What follows belongs to an exercise in optimizing a design on an open flow for small area, a short achievable clock period and few clock cycles; a production flow would make more cautious choices.
RTL that was checked went through simulation tests only; none was proved equivalent to the original.
Power and IR drop assume default switching activity.

==> inputs of run C <==
==> flow/design.v <==
`default_nettype none
package tsp_pkg;
	localparam logic [7:0] char_cr = 8'h0d;
	localparam logic [7:0] char_lf = 8'h0a;
	localparam logic [7:0] char_zero = 8'h30;
	localparam logic [7:0] char_nine = 8'h39;
	localparam logic [7:0] char_d = 8'h44;
	localparam logic [7:0] char_n = 8'h4e;
	localparam logic [7:0] char_e = 8'h45;
	localparam logic [7:0] char_o = 8'h4f;
	typedef enum logic [1:0] {
		ps_prolog      = 2'd0,
		ps_coordinates = 2'd1,
		ps_busy        = 2'd2
	} parse_state_t;
	localparam int coord_bits_default = 16;
	localparam int node_addr_bits_default = 4;
endpackage
`default_nettype wire
`timescale 1ns/10ps
`default_nettype none
module tsp_top #(
	parameter int coord_bits = tsp_pkg::coord_bits_default,
	parameter int node_addr_bits = tsp_pkg::node_addr_bits_default
) (
	input  wire                                clk,
	input  wire                                rst,
	input  wire  [7:0]                         specdata,
	input  wire                                has_specdata,
	output logic                               ready_to_read,
	output logic [coord_bits+node_addr_bits:0] tour_length,
	output logic                               tour_valid
);
	localparam int len_bits = coord_bits + node_addr_bits + 1;
	localparam int lo_bits = 11;
	localparam int hi_bits = len_bits - lo_bits;
	localparam logic [2:0] st_hdr_start = 3'd0;  
	localparam logic [2:0] st_hdr_n     = 3'd1;  
	localparam logic [2:0] st_hdr_skip  = 3'd2;  
	localparam logic [2:0] st_hdr_no    = 3'd3;  
	localparam logic [2:0] st_coord     = 3'd4;  
	localparam logic [2:0] st_eof       = 3'd5;  
	logic take;
	logic b_v;          
	logic b_digit;
	logic b_cr;
	logic b_n;
	logic b_o;
	logic b_e;
	logic [3:0] b_d;
	assign take = has_specdata & ready_to_read;
	always_ff @(posedge clk) begin
		if (rst) begin
			ready_to_read <= 1'b0;
			b_v <= 1'b0;
		end else begin
			ready_to_read <= 1'b1;
			b_v <= take && specdata != tsp_pkg::char_lf;
		end
	end
	always_ff @(posedge clk) begin
		b_digit <= (specdata >= tsp_pkg::char_zero) && (specdata <= tsp_pkg::char_nine);
		b_cr <= specdata == tsp_pkg::char_cr;
		b_n <= specdata == tsp_pkg::char_n;
		b_o <= specdata == tsp_pkg::char_o;
		b_e <= specdata == tsp_pkg::char_e;
		b_d <= specdata[3:0];
	end
	logic [2:0] state;
	logic in_num;
	logic [1:0] field_cnt;
	logic first;
	logic close_x;
	logic close_y;
	logic [coord_bits-1:0] acc_s;
	logic [coord_bits-1:0] acc_c;
	logic [coord_bits-1:0] r;
	logic [coord_bits-1:0] fa;
	logic [coord_bits-1:0] fb;
	logic digit;
	logic field_close;
	logic data_leg;
	logic leg;
	logic eof_cr;
	logic in_num_next;
	logic [coord_bits-1:0] row1_a, row1_b, row1_c, row1_s, row1_k;
	logic [coord_bits-1:0] row2_c, row2_s, row2_k;
	assign row1_a = {acc_s[coord_bits-2:0], 1'b0};
	assign row1_b = {acc_c[coord_bits-2:0], 1'b0};
	assign row1_c = {acc_s[coord_bits-4:0], b_d[2:0]};
	assign row1_s = row1_a ^ row1_b ^ row1_c;
	assign row1_k = {(row1_a[coord_bits-2:0] & row1_b[coord_bits-2:0]) |
		(row1_a[coord_bits-2:0] & row1_c[coord_bits-2:0]) |
		(row1_b[coord_bits-2:0] & row1_c[coord_bits-2:0]), 1'b0};
	assign row2_c = {acc_c[coord_bits-4:1], b_d[3], 3'b000};
	assign row2_s = row1_s ^ row1_k ^ row2_c;
	assign row2_k = {(row1_s[coord_bits-2:0] & row1_k[coord_bits-2:0]) |
		(row1_s[coord_bits-2:0] & row2_c[coord_bits-2:0]) |
		(row1_k[coord_bits-2:0] & row2_c[coord_bits-2:0]), 1'b0};
	assign digit = b_v && b_digit && state == st_coord;
	assign field_close = b_v && !b_digit && in_num;
	assign data_leg = state == st_coord && field_close && field_cnt != 2'd0;
	assign leg = data_leg || close_x || close_y;
	assign eof_cr = state == st_eof && b_v && b_cr;
	assign in_num_next = b_v ? digit : in_num;
	always_ff @(posedge clk) begin
		if (rst) begin
			state <= st_hdr_start;
			in_num <= 1'b0;
			field_cnt <= '0;
			first <= 1'b1;
			close_x <= 1'b0;
			close_y <= 1'b0;
		end else begin
			in_num <= in_num_next;
			close_x <= eof_cr;
			close_y <= close_x;
			if (close_y)
				first <= 1'b1;
			else if (data_leg && field_cnt == 2'd2)
				first <= 1'b0;
			if (b_v) begin
				if (field_close)
					field_cnt <= field_cnt + 2'd1;
				if (b_cr)
					field_cnt <= '0;
				case (state)
					st_hdr_start:
						if (b_cr)
							state <= st_hdr_start;
						else if (b_n)
							state <= st_hdr_n;
						else
							state <= st_hdr_skip;
					st_hdr_n:
						if (b_cr)
							state <= st_hdr_start;
						else if (b_o)
							state <= st_hdr_no;
						else
							state <= st_hdr_skip;
					st_hdr_skip:
						if (b_cr)
							state <= st_hdr_start;
					st_hdr_no:
						if (b_cr)
							state <= st_coord;
					st_coord:
						if (b_e)
							state <= st_eof;
					default:
						if (b_cr)
							state <= st_hdr_start;
				endcase
			end
		end
	end
	always_ff @(posedge clk) begin
		if (digit) begin
			acc_s <= row2_s;
			acc_c <= row2_k;
		end else if (!in_num_next) begin
			acc_s <= (eof_cr || close_x) ? fa : '0;
			acc_c <= '0;
		end
		r <= acc_s + acc_c;
	end
	logic leg2;
	logic first2;
	logic [coord_bits-1:0] pa;
	logic [coord_bits-1:0] pb;
	logic [coord_bits:0] diff;
	always_ff @(posedge clk) begin
		if (rst)
			leg2 <= 1'b0;
		else
			leg2 <= leg;
	end
	always_ff @(posedge clk) begin
		first2 <= first && data_leg;
		if (leg2) begin
			pa <= pb;
			pb <= r;
		end
		if (first2)
			fb <= r;
		if (first2 || eof_cr)
			fa <= fb;
	end
	assign diff = {1'b0, r} - {1'b0, pa};
	logic [coord_bits-1:0] mag;
	logic neg;
	logic leg3;
	logic zero3;
	logic carry;
	logic [lo_bits-1:0] total_lo;
	logic [hi_bits-1:0] total_hi;
	logic [lo_bits:0] sum_lo;
	logic [3:0] done_q;
	always_ff @(posedge clk) begin
		if (rst) begin
			leg3 <= 1'b0;
			done_q <= '0;
			tour_valid <= 1'b0;
		end else begin
			leg3 <= leg2;
			done_q <= {done_q[2:0], close_y};
			tour_valid <= done_q[2];
		end
	end
	always_ff @(posedge clk) begin
		mag <= diff[coord_bits-1:0] ^ {coord_bits{diff[coord_bits]}};
		neg <= diff[coord_bits];
		zero3 <= first2;
	end
	logic [lo_bits+1:0] sum_lo_x;
	logic [hi_bits:0] sum_hi_x;
	assign sum_lo_x = {1'b0, total_lo, 1'b1} + {1'b0, mag[lo_bits-1:0], neg};
	assign sum_lo = sum_lo_x[lo_bits+1:1];
	assign sum_hi_x = {total_hi, 1'b1} + {(leg3 ? hi_bits'(mag[coord_bits-1:lo_bits]) : '0), carry};
	always_ff @(posedge clk) begin
		if (leg3 && zero3) begin
			total_lo <= '0;
			total_hi <= '0;
			carry <= 1'b0;
		end else begin
			if (leg3)
				total_lo <= sum_lo[lo_bits-1:0];
			carry <= leg3 && sum_lo[lo_bits];
			total_hi <= sum_hi_x[hi_bits:1];
		end
	end
	assign tour_length = {total_hi, total_lo};
endmodule
`default_nettype wire
==> flow/flow/run.sh <==
#!/bin/bash
# Layout flow: the standard ORFS flow (standard.sh) with two changes:
#  - synthesis maps adders with ABC like the rest of the logic instead of
#    extracting them into the library's full/half-adder cells, which are slow
#    (ADDER_MAP_FILE empty; registers and their names are unchanged);
#  - the port buffers inserted during global placement are
#    sky130_fd_sc_hd__buf_2 instead of the delay-cell buffers buffer_ports
#    picks by default.
set -euo pipefail
export ADDER_MAP_FILE=
export BUFFER_PORTS_ARGS="-buffer_cell sky130_fd_sc_hd__buf_2"
export CTS_ARGS="-sink_clustering_enable -repair_clock_nets -root_buf sky130_fd_sc_hd__clkbuf_16 -buf_list {sky130_fd_sc_hd__clkbuf_16}"
bash standard.sh > standard_flow.log 2>&1
==> flow/standard.sh <==
#!/bin/bash
# synth_recipe.tcl (not shown) runs the flow's synth.tcl, then flattens the netlist and writes it again
# the make line also repeats each setting of config.mk as NAME=value (left out here)
make -C /OpenROAD-flow-scripts/flow DESIGN_CONFIG=/design/flow/config.mk WORK_HOME=/design/flow/orfs CLKGATE_MAP_FILE= SYNTH_SCRIPT=/design/flow/synth_recipe.tcl "${@:-finish}"
==> flow/config.mk <==
export PLATFORM = sky130hd
export DESIGN_NAME = tsp_top
export DESIGN_NICKNAME = tsp_top
export VERILOG_FILES = /design/flow/design.v
export SDC_FILE = /design/flow/constraint.sdc
export NUM_CORES = 4
export LEC_CHECK = 0
export ABC_AREA = 1
export CAP_MARGIN = 20
export CORE_MARGIN = 2
export CORE_UTILIZATION = 50
export SETUP_SLACK_MARGIN = 3.0
export SLEW_MARGIN = 20
==> flow/constraint.sdc <==
create_clock -name core_clock -period 5.0 [get_ports {clk}]
set_input_delay 1.0000 -clock core_clock [delete_from_list [all_inputs] [get_ports {clk}]]
set_output_delay 1.0000 -clock core_clock [all_outputs]
set_load 0.01 [all_outputs]
==> run G (differences from run C) <==
--- a/flow/design.v
+++ b/flow/design.v
@@ -34,4 +34,2 @@
 	localparam int len_bits = coord_bits + node_addr_bits + 1;
-	localparam int lo_bits = 11;
-	localparam int hi_bits = len_bits - lo_bits;
 	localparam logic [2:0] st_hdr_start = 3'd0;  
@@ -74,5 +72,5 @@
 	logic close_y;
-	logic [coord_bits-1:0] acc_s;
-	logic [coord_bits-1:0] acc_c;
-	logic [coord_bits-1:0] r;
+	logic [coord_bits-1:0] acc;
+	logic [coord_bits-1:0] pa;
+	logic [coord_bits-1:0] pb;
 	logic [coord_bits-1:0] fa;
@@ -85,16 +83,3 @@
 	logic in_num_next;
-	logic [coord_bits-1:0] row1_a, row1_b, row1_c, row1_s, row1_k;
-	logic [coord_bits-1:0] row2_c, row2_s, row2_k;
-	assign row1_a = {acc_s[coord_bits-2:0], 1'b0};
-	assign row1_b = {acc_c[coord_bits-2:0], 1'b0};
-	assign row1_c = {acc_s[coord_bits-4:0], b_d[2:0]};
-	assign row1_s = row1_a ^ row1_b ^ row1_c;
-	assign row1_k = {(row1_a[coord_bits-2:0] & row1_b[coord_bits-2:0]) |
-		(row1_a[coord_bits-2:0] & row1_c[coord_bits-2:0]) |
-		(row1_b[coord_bits-2:0] & row1_c[coord_bits-2:0]), 1'b0};
-	assign row2_c = {acc_c[coord_bits-4:1], b_d[3], 3'b000};
-	assign row2_s = row1_s ^ row1_k ^ row2_c;
-	assign row2_k = {(row1_s[coord_bits-2:0] & row1_k[coord_bits-2:0]) |
-		(row1_s[coord_bits-2:0] & row2_c[coord_bits-2:0]) |
-		(row1_k[coord_bits-2:0] & row2_c[coord_bits-2:0]), 1'b0};
+	logic [coord_bits:0] diff;
 	assign digit = b_v && b_digit && state == st_coord;
@@ -158,52 +143,31 @@
 	always_ff @(posedge clk) begin
-		if (digit) begin
-			acc_s <= row2_s;
-			acc_c <= row2_k;
-		end else if (!in_num_next) begin
-			acc_s <= (eof_cr || close_x) ? fa : '0;
-			acc_c <= '0;
+		if (digit)
+			acc <= acc * coord_bits'(10) + coord_bits'(b_d);
+		else if (!in_num_next)
+			acc <= (eof_cr || close_x) ? fa : '0;
+		if (leg) begin
+			pa <= pb;
+			pb <= acc;
 		end
-		r <= acc_s + acc_c;
-	end
-	logic leg2;
-	logic first2;
-	logic [coord_bits-1:0] pa;
-	logic [coord_bits-1:0] pb;
-	logic [coord_bits:0] diff;
-	always_ff @(posedge clk) begin
-		if (rst)
-			leg2 <= 1'b0;
-		else
-			leg2 <= leg;
-	end
-	always_ff @(posedge clk) begin
-		first2 <= first && data_leg;
-		if (leg2) begin
-			pa <= pb;
-			pb <= r;
-		end
-		if (first2)
-			fb <= r;
-		if (first2 || eof_cr)
+		if (first && data_leg)
+			fb <= acc;
+		if ((first && data_leg) || eof_cr)
 			fa <= fb;
 	end
-	assign diff = {1'b0, r} - {1'b0, pa};
+	assign diff = {1'b0, acc} - {1'b0, pa};
 	logic [coord_bits-1:0] mag;
 	logic neg;
-	logic leg3;
-	logic zero3;
-	logic carry;
-	logic [lo_bits-1:0] total_lo;
-	logic [hi_bits-1:0] total_hi;
-	logic [lo_bits:0] sum_lo;
-	logic [3:0] done_q;
+	logic leg_q;
+	logic zero_q;
+	logic close_q;
+	logic [len_bits-1:0] total;
 	always_ff @(posedge clk) begin
 		if (rst) begin
-			leg3 <= 1'b0;
-			done_q <= '0;
+			leg_q <= 1'b0;
+			close_q <= 1'b0;
 			tour_valid <= 1'b0;
 		end else begin
-			leg3 <= leg2;
-			done_q <= {done_q[2:0], close_y};
-			tour_valid <= done_q[2];
+			leg_q <= leg;
+			close_q <= close_y;
+			tour_valid <= close_q;
 		end
@@ -213,22 +177,13 @@
 		neg <= diff[coord_bits];
-		zero3 <= first2;
+		zero_q <= first && data_leg;
 	end
-	logic [lo_bits+1:0] sum_lo_x;
-	logic [hi_bits:0] sum_hi_x;
-	assign sum_lo_x = {1'b0, total_lo, 1'b1} + {1'b0, mag[lo_bits-1:0], neg};
-	assign sum_lo = sum_lo_x[lo_bits+1:1];
-	assign sum_hi_x = {total_hi, 1'b1} + {(leg3 ? hi_bits'(mag[coord_bits-1:lo_bits]) : '0), carry};
 	always_ff @(posedge clk) begin
-		if (leg3 && zero3) begin
-			total_lo <= '0;
-			total_hi <= '0;
-			carry <= 1'b0;
-		end else begin
-			if (leg3)
-				total_lo <= sum_lo[lo_bits-1:0];
-			carry <= leg3 && sum_lo[lo_bits];
-			total_hi <= sum_hi_x[hi_bits:1];
+		if (leg_q) begin
+			if (zero_q)
+				total <= '0;
+			else
+				total <= total + len_bits'(mag) + len_bits'(neg);
 		end
 	end
-	assign tour_length = {total_hi, total_lo};
+	assign tour_length = total;
 endmodule
==> flow/run.sh (new file) <==
#!/bin/bash
# synth_recipe.tcl (not shown) runs the flow's synth.tcl, then flattens the netlist and writes it again
# the make line also repeats each setting of config.mk as NAME=value (left out here)
make -C /OpenROAD-flow-scripts/flow DESIGN_CONFIG=/design/flow/config.mk WORK_HOME=/design/flow/orfs CLKGATE_MAP_FILE= SYNTH_SCRIPT=/design/flow/synth_recipe.tcl finish
ABC_AREA = not set   (was 1)
ABC_CLOCK_PERIOD_IN_PS = 1500   (was not set)
CORE_UTILIZATION = 40   (was 50)
CTS_BUF_LIST = sky130_fd_sc_hd__clkbuf_4 sky130_fd_sc_hd__clkbuf_8   (was not set)
SETUP_SLACK_MARGIN = not set   (was 3.0)
removed: flow/flow/run.sh
removed: flow/standard.sh
==> comparison table <==
metric                                                                                         run G                        run C
Peak clock frequency supported by timing                                                     285 MHz                      512 MHz
Reg-to-reg endpoint                                                                          acc[15]                        r[13]
Worst hold slack                                                                              413 ps                       405 ps
Most frequent standard cell in the layout excluding fill and tap cells     sky130_fd_sc_hd__edfxtp_1     sky130_fd_sc_hd__nand2_1
Worst stage delay on the critical path                                                        500 ps                       380 ps
Proportion of cell area occupied by multi-input gates                                          0.393                        0.380
Rows                                                                                              49                           48
DIE HEIGHT                                                                                    139 um                       138 um
Average routed wire per standard cell                                                        15.3 um                      13.0 um
Aggregate routed wire length                                                               14,200 um                    18,500 um
Skew-Pair Late Insertion Delay                                                                440 ps                       430 ps
Minimum setup slack among reg-to-reg paths                                                   1500 ps                      3180 ps
Fraction of the yosys area taken by sequential cells                                           0.527                        0.500
Sort of element at the end of the critical path                                            flip-flop               primary output
Comb power frac                                                                                0.010                        0.131
Outcome                                                                     timing/DRC/antenna clean     timing/DRC/antenna clean
Critical path type                                                            flip-flop to flip-flop  flip-flop to primary output
Fraction of synthesized cell area taken by the top area cell type                              0.415                        0.313
Leakage                                                                                   0.00334 uW                   0.00465 uW
Initial drt markers                                                                              290                          419
Multi-input gate area                                                                      3270 um^2                    3750 um^2
Number of search-and-repair iterations in the first detailed-routing pass                          4                            7
Number of tap instances                                                                          229                          225
Area share of fa/ha/maj cells after synthesis                                                  0.115                            0
Maximum number of pins on one net before global-route repair                                      34                           30
Layout clock buffers                                                                              18                           17
Relative slew slack                                                                            0.347                        0.384
Testbench counts of run C, summed over its fixed seeds: cycles 19,607.
For run G, only the layout was checked, not whether the RTL still works.

-- what the ideal ports hide --
The flow's constraints put no driver on any port. The routed layouts listed below were extracted and timed again, unchanged, in two steps.
Step 1 assumes that a clkbuf_16 drives the clock port and a buf_2 every other input.
Step 2 moves the port delays by t, midway between the first and last clock arrival at a register: inputs arrive t later, outputs are due t later. That takes back most of the time a late clock gives input paths.
Three values: no drivers, after step 1, after step 2; two values: the first two.
run	t (ns)	setup WS [ns]	worst setup path at the end	slew at the worst register clock pin (ns)	worst slew at a driven data input, ns
run C	0.468	3.046 / 3.003 / 3.184	register to register	0.07 / 0.07	0.03
run G	0.467	1.497 / 1.497 / 1.497	register to register	0.09 / 0.09	0.04
After both steps setup and hold are still met in every run listed.
